This is an optimization exercise on Yosys and OpenROAD, whose aim is small area, a short achievable clock period and few clock cycles per item, not a production implementation.
The RTL of this run was laid out without a check of its function.

`run.sh`:
```
#!/bin/bash
# synth_recipe.tcl (not shown) runs the flow's synth.tcl, then flattens the netlist and writes it again
# the make line also repeats each setting of config.mk as NAME=value (left out here)
make -C /OpenROAD-flow-scripts/flow DESIGN_CONFIG=/design/flow/config.mk WORK_HOME=/design/flow/orfs CLKGATE_MAP_FILE= SYNTH_SCRIPT=/design/flow/synth_recipe.tcl finish
```
`config.mk`:
```
export PLATFORM = sky130hd
export DESIGN_NAME = uniform_range_random_unit
export DESIGN_NICKNAME = uniform_range_random_unit
export VERILOG_FILES = /design/flow/design.v
export SDC_FILE = /design/flow/constraint.sdc
export NUM_CORES = 4
export LEC_CHECK = 0
export CAP_MARGIN = 20
export CORE_MARGIN = 2
export CORE_UTILIZATION = 40
export SLEW_MARGIN = 20
```
`constraint.sdc`:
```
create_clock -name core_clock -period 11.0 [get_ports {clk}]
set_input_delay 2.2000 -clock core_clock [delete_from_list [all_inputs] [get_ports {clk}]]
set_output_delay 2.2000 -clock core_clock [all_outputs]
set_load 0.01 [all_outputs]
```
`design.v`:
```
`timescale 1ns / 1ps
package urr_pkg;
  localparam int STATE_W = 48;
  localparam int DATA_W  = 32;
  localparam int DRAW_W  = 31;
  localparam int DRAW_LSB = STATE_W - DRAW_W;
  localparam int MULT_W = 35;
  localparam logic [MULT_W-1:0]  LCG_MULT = 35'h5DEECE66D;
  localparam logic [STATE_W-1:0] LCG_INC  = 48'hB;
  localparam int DIG_W    = 4;                  
  localparam int DIGS     = 2;                  
  localparam int STEP_W   = DIG_W * DIGS;       
  localparam int STEPS    = STATE_W / STEP_W;   
  localparam int STEP_CNT_W = $clog2(STEPS);
  localparam int ACC_W    = MULT_W;             
  localparam int SHIFT_W  = $clog2(DATA_W);
endpackage
`timescale 1ns / 1ps
module uniform_range_random_unit (
  input  logic                          clk,
  input  logic                          rst,
  input  logic                          seed_write,
  input  logic [urr_pkg::STATE_W-1:0]   seed_data,
  input  logic                          in_valid,
  output logic                          in_stall,
  input  logic [urr_pkg::DATA_W-1:0]    range_low,
  input  logic [urr_pkg::DATA_W-1:0]    range_high,
  output logic                          out_valid,
  input  logic                          out_stall,
  output logic [urr_pkg::DATA_W-1:0]    value,
  output logic                          range_error
);
  typedef enum logic [2:0] {
    S_IDLE,    
    S_PREP,    
    S_CHECK,   
    S_TDIV,    
    S_DIV,     
    S_DONE     
  } state_t;
  state_t                 state;
  logic [urr_pkg::DATA_W-1:0]      lo;
  logic [urr_pkg::DATA_W-1:0]      sp;        
  logic                   err;
  logic [urr_pkg::DATA_W-1:0]      r;         
  logic [urr_pkg::SHIFT_W-1:0]     k;         
  logic                   tval;      
  logic [urr_pkg::STATE_W-1:0]     x;         
  logic [urr_pkg::ACC_W-1:0]       acc;
  logic [urr_pkg::STEP_CNT_W-1:0]  lcnt;
  logic                   xrdy;
  function automatic logic [urr_pkg::MULT_W+urr_pkg::DIG_W-1:0] mul_dig(input logic [urr_pkg::DIG_W-1:0] dg);
    mul_dig = (urr_pkg::MULT_W+urr_pkg::DIG_W)'(dg) * (urr_pkg::MULT_W+urr_pkg::DIG_W)'(urr_pkg::LCG_MULT);
  endfunction
  logic [urr_pkg::ACC_W+urr_pkg::STEP_W-1:0] lsum;
  always_comb begin
    lsum = (urr_pkg::ACC_W+urr_pkg::STEP_W)'(acc);
    for (int i = 0; i < urr_pkg::DIGS; i++) begin
      lsum = lsum + ((urr_pkg::ACC_W+urr_pkg::STEP_W)'(mul_dig(x[i*urr_pkg::DIG_W +: urr_pkg::DIG_W])) << (i*urr_pkg::DIG_W));
    end
  end
  logic [urr_pkg::DRAW_W-1:0] d;
  assign d = x[urr_pkg::STATE_W-1:urr_pkg::DRAW_LSB];
  logic              pow2;
  logic [urr_pkg::DATA_W-1:0] mask;      
  logic [urr_pkg::SHIFT_W-1:0] lz;
  logic              ge;        
  always_comb begin
    mask = sp - 1'b1;
    pow2 = ((sp & mask) == '0);
    lz   = '0;
    for (int i = 0; i < urr_pkg::DATA_W; i++) begin
      if (sp[i]) lz = urr_pkg::SHIFT_W'(urr_pkg::DATA_W - 1 - i);
    end
    ge = ({1'b0, d} >= sp);
  end
  logic [urr_pkg::DATA_W-1:0] dv;
  logic [urr_pkg::DATA_W:0]   diff;
  assign dv   = sp << k;
  assign diff = {1'b0, r} - {1'b0, dv};
  assign in_stall = !((state == S_IDLE) || ((state == S_DONE) && !out_valid));
  always_ff @(posedge clk) begin
    if (!in_stall) begin
      lo <= range_low;
    end
    if (rst) begin
      state     <= S_IDLE;
      x         <= urr_pkg::LCG_INC;    
      xrdy      <= 1'b1;
      out_valid <= 1'b0;
    end else begin
      if (out_valid && !out_stall) begin
        out_valid <= 1'b0;
      end
      if (!xrdy) begin
        x    <= {lsum[urr_pkg::STEP_W-1:0], x[urr_pkg::STATE_W-1:urr_pkg::STEP_W]};
        acc  <= urr_pkg::ACC_W'(lsum >> urr_pkg::STEP_W);
        lcnt <= lcnt + 1'b1;
        if (lcnt == urr_pkg::STEP_CNT_W'(urr_pkg::STEPS-1)) xrdy <= 1'b1;
      end
      case (state)
        S_PREP: begin
          sp   <= sp - lo + 1'b1;
          err  <= (lo > sp);
          tval <= 1'b0;
          r    <= '0;
          state <= (lo > sp) ? S_DONE : S_CHECK;
        end
        S_CHECK: begin
          if (xrdy) begin
            if (pow2) begin
              r     <= {1'b0, d} & mask;
              state <= S_DONE;
            end else if (ge) begin
              r     <= {1'b0, d};
              k     <= lz - 1'b1;
              state <= S_DIV;
            end else if (tval) begin
              if ({1'b0, d} >= r) begin
                r     <= {1'b0, d};
                state <= S_DONE;
              end
            end else begin
              r     <= '0 - sp;
              k     <= lz;
              state <= S_TDIV;
            end
            if (pow2 || ge || tval) begin
              xrdy <= 1'b0;
              acc  <= urr_pkg::ACC_W'(urr_pkg::LCG_INC);
              lcnt <= '0;
            end
          end
        end
        S_TDIV, S_DIV: begin
          if (!diff[urr_pkg::DATA_W]) r <= diff[urr_pkg::DATA_W-1:0];
          k <= k - 1'b1;
          if (k == '0) begin
            if (state == S_TDIV) begin
              tval  <= 1'b1;
              state <= S_CHECK;
            end else begin
              state <= S_DONE;
            end
          end
        end
        default: ;
      endcase
      if ((state == S_DONE) && !out_valid) begin
        value       <= err ? '0 : lo + r;
        range_error <= err;
        out_valid   <= 1'b1;
        state       <= S_IDLE;
      end
      if (!in_stall) begin
        if (seed_write) begin
          x    <= seed_data;
          xrdy <= 1'b0;
          acc  <= urr_pkg::ACC_W'(urr_pkg::LCG_INC);
          lcnt <= '0;
        end
        if (in_valid) begin
          sp    <= range_high;
          state <= S_PREP;
        end
      end
    end
  end
endmodule
```
==> qor.csv <==
metric;value;unit
Worst Hold Path Cells;2;
drt drc;0;
Top-Level Pins;152;
Worst Path Max Fanout;8;
vias in the first global route;22400;
Reg clk slew, reported paths;0.06;ns
worst skew pair latency;0.63;ns
clk_skew;0.0229;ns
Final setup viols;0;
Bufs on Longest Clock Path;3;
vias;23000;
nets@finish;3677;
ant diodes;0;
CTS sink count;227;
slowest CP cell;fa_1;
syn_nets;3575;
GPL Wtd Cong;1.01;
Die Width;260;um
CP endpoint kind;flop;
Mapped Avg Cell Area;8.72;sq um
via/cell ratio;5.79;
post-synthesis async set-or-reset flop share;0;
Post-CTS Setup Repair Bufs;0;
Worst EP arrival;8.96;ns
Max Clk Rate;0.116;GHz
Max-Cap Viols;0;
clock root buffer;clkbuf_16;
top-area cell type share of the netlist area;0.200;
CP Class;reg2reg;
synth unique cells;88;
outcome;timing/DRC/antenna clean;
Synth Cell Area;26100;sq um
Yosys reg bits;227;
final core occ;0.460;
Starting Density;0.405;
HP Class;reg2reg;
DR pass1 iterations;5;
share of layout cells above drive strength 1;0.0531;
setup_tns;0;ns
first-pass GRT wire length;138;mm
largest net degree at the start of global routing;98;
H-Tree Depth;1;
Post-CTS Resized;0;
Top FF cell, synth;edfxtp_1;
Final min period;8.59;ns
Layout area overhead;13.5;%
CTS tree;done;
Initial DRC Count;1894;
die area;67400;sq um
Reg2Reg Depth;32;
startpoint types;flop;
max incr delay on CP;0.63;ns
DP Worst Slack;2.47;ns
initial antenna violation count;2;
Die H;260;um
final hold violation count;0;
Row Count;93;
final setup margin;2.41;ns
grt ovf;0;
Max Slew Vio Count;0;
largest cells by area after synthesis;edfxtp_1 (20%), ha_1 (18%), fa_1 (6.9%);
synth warn;1;
GRT Util Overall;0.269;
core area;64600;sq um
Seq/Total Area, Yosys;0.240;
Worst Max-Slew Pin Slew;1.09;ns
Routed WL per cell;23.1;um
DP HPWL;73.9;mm
Num CTS Buffers;31;
port bufs;151;
number of standard cells after synthesis;2998;
WL final;91.7;mm
hold-fix buffers at CTS;0;
number of flops mapped to enable cells by yosys;174;
Final ANT Viol Nets;0;
WHS;0.552;ns
post-synth top area cell;edfxtp_1;
RSZ-0062 raised after global routing;false;
worst endpoint required time;11.38;ns
Rel. slew slack;0.267;
Tcrit/Tclk final;0.781;
## cell families after synthesis
logic type | Yosys count | synth area share
adder cells (fa/ha/maj) | 460 | 0.246
buffers and inverters | 429 | 0.0625
AND/OR/NAND/NOR | 809 | 0.144
AO/OA/AOI/OAI | 791 | 0.197
flip-flops | 227 | 0.240
multiplexers | 111 | 0.0528
XOR/XNOR | 171 | 0.0573
## routing by layer
metal	routed length, um	GRT usage	vias to the layer above
li1	-	-	10900
met1	42900	0.387	11200
met2	39200	0.410	735
met3	6110	0.0402	124
met4	3560	0.0899	0
met5	0	0	-
## cell usage in the layout, fill, tap and decap left out, types with 38 or more instances in the layout
cell	synthesis	layout
a211oi_1	74	74
a21o_1	89	89
a21oi_1	217	216
a31oi_1	50	50
buf_4	1	38
clkdlybuf4s50_1	0	150
dfxtp_1	53	52
edfxtp_1	174	174
fa_1	90	90
ha_1	370	370
inv_1	307	306
mux2i_1	85	85
nand2_1	227	226
nand3_1	48	48
nor2_1	293	291
nor3_1	43	43
o21ai_0	141	141
xnor2_1	108	108
xor2_1	63	63
## registers in the layout (all words and copies together) (netlist names), 3 cells and up
register  cells
x            48
acc          35
lo           32
r            32
sp           32
value        32
k             5
lcnt          3
state         3
## Yosys cell counts (6+ instances only)
master / number
ha_1: 370
inv_1: 307
nor2_1: 293
nand2_1: 227
a21oi_1: 217
edfxtp_1: 174
o21ai_0: 141
xnor2_1: 108
clkbuf_1: 91
fa_1: 90
a21o_1: 89
mux2i_1: 85
a211oi_1: 74
xor2_1: 63
dfxtp_1: 53
a31oi_1: 50
nand3_1: 48
nor3_1: 43
nand2b_1: 35
nand4_1: 31
nor2b_1: 30
o21a_1: 25
o22ai_1: 25
o21bai_1: 24
o211ai_1: 22
and3_1: 21
mux4_2: 21
or3_1: 17
buf_2: 16
a22oi_1: 13
buf_1: 13
or2_2: 13
nor4_1: 11
o21ai_1: 10
and2_1: 9
a221oi_1: 8
o31ai_1: 7
a221o_1: 6
and4_1: 6
## cell type report
class / count / area, sq um
inverter: 308 / 1160
clock inverter: 12 / 129
sequential: 227 / 6290
timing repair buffer: 190 / 1810
clock buffer: 45 / 963
tap: 855 / 1070
fill: 6251 / 34900
multi-input combinational: 2342 / 18300
## worst max-delay path: cells and delay by family, from the launching register on
kind,cells,cell delay [ns]
AO/OA/AOI/OAI,13,3.27
adder cells (fa/ha/maj),7,3.03
AND/OR/NAND/NOR,6,0.89
flip-flops,1,0.53
buffers and inverters,4,0.37
XOR/XNOR,2,0.24
## through the flow
| step | area, sq um | instances |
|---|---|---|
| 2_1_floorplan | 26100 | 2998 |
| 3_3_place_gp | 28600 | 3921 |
| 3_5_place_dp | 28600 | 3921 |
| 4_1_cts | 29700 | 3978 |
| 5_1_grt | 29700 | 3979 |
| 6_report | 29700 | 3979 |
## worst paths after layout
kind	start	to	slack, ns
max	x[6]	acc[34]	2.41
min	x[16]	x[8]	0.55
max reg2reg	x[6]	acc[34]	2.41
min reg2reg	x[16]	x[8]	0.55

-- port drivers added, routing unchanged --
How much do the figures lean on ideal ports? The routed layout below was timed once more, with nothing changed but the port constraints. Step 1 (the two cells are an assumption about what drives the block):
set clk [get_ports {clk}]
set_driving_cell -lib_cell sky130_fd_sc_hd__clkbuf_16 $clk
set_driving_cell -lib_cell sky130_fd_sc_hd__buf_2 [delete_from_list [all_inputs] $clk]
Step 2 also shifts input and output timing later by t, the mid clock arrival at the registers, as if the neighbouring blocks saw the same clock. Three values: ideal ports, drivers, drivers and shift; two values: the first two.
shift t [ns]: 0.681
setup WS [ns]: 2.414 / 2.414 / 2.414
clock arrival spread, ns: 0.024 / 0.025
slew at the worst register clock pin (ns): 0.07 / 0.07
worst slew at a driven data input, ns: 0.08
After both steps setup and hold are still met in this run. The setup slack of this run moves by 0.000 ns with the drivers and by 0.000 ns with both steps.
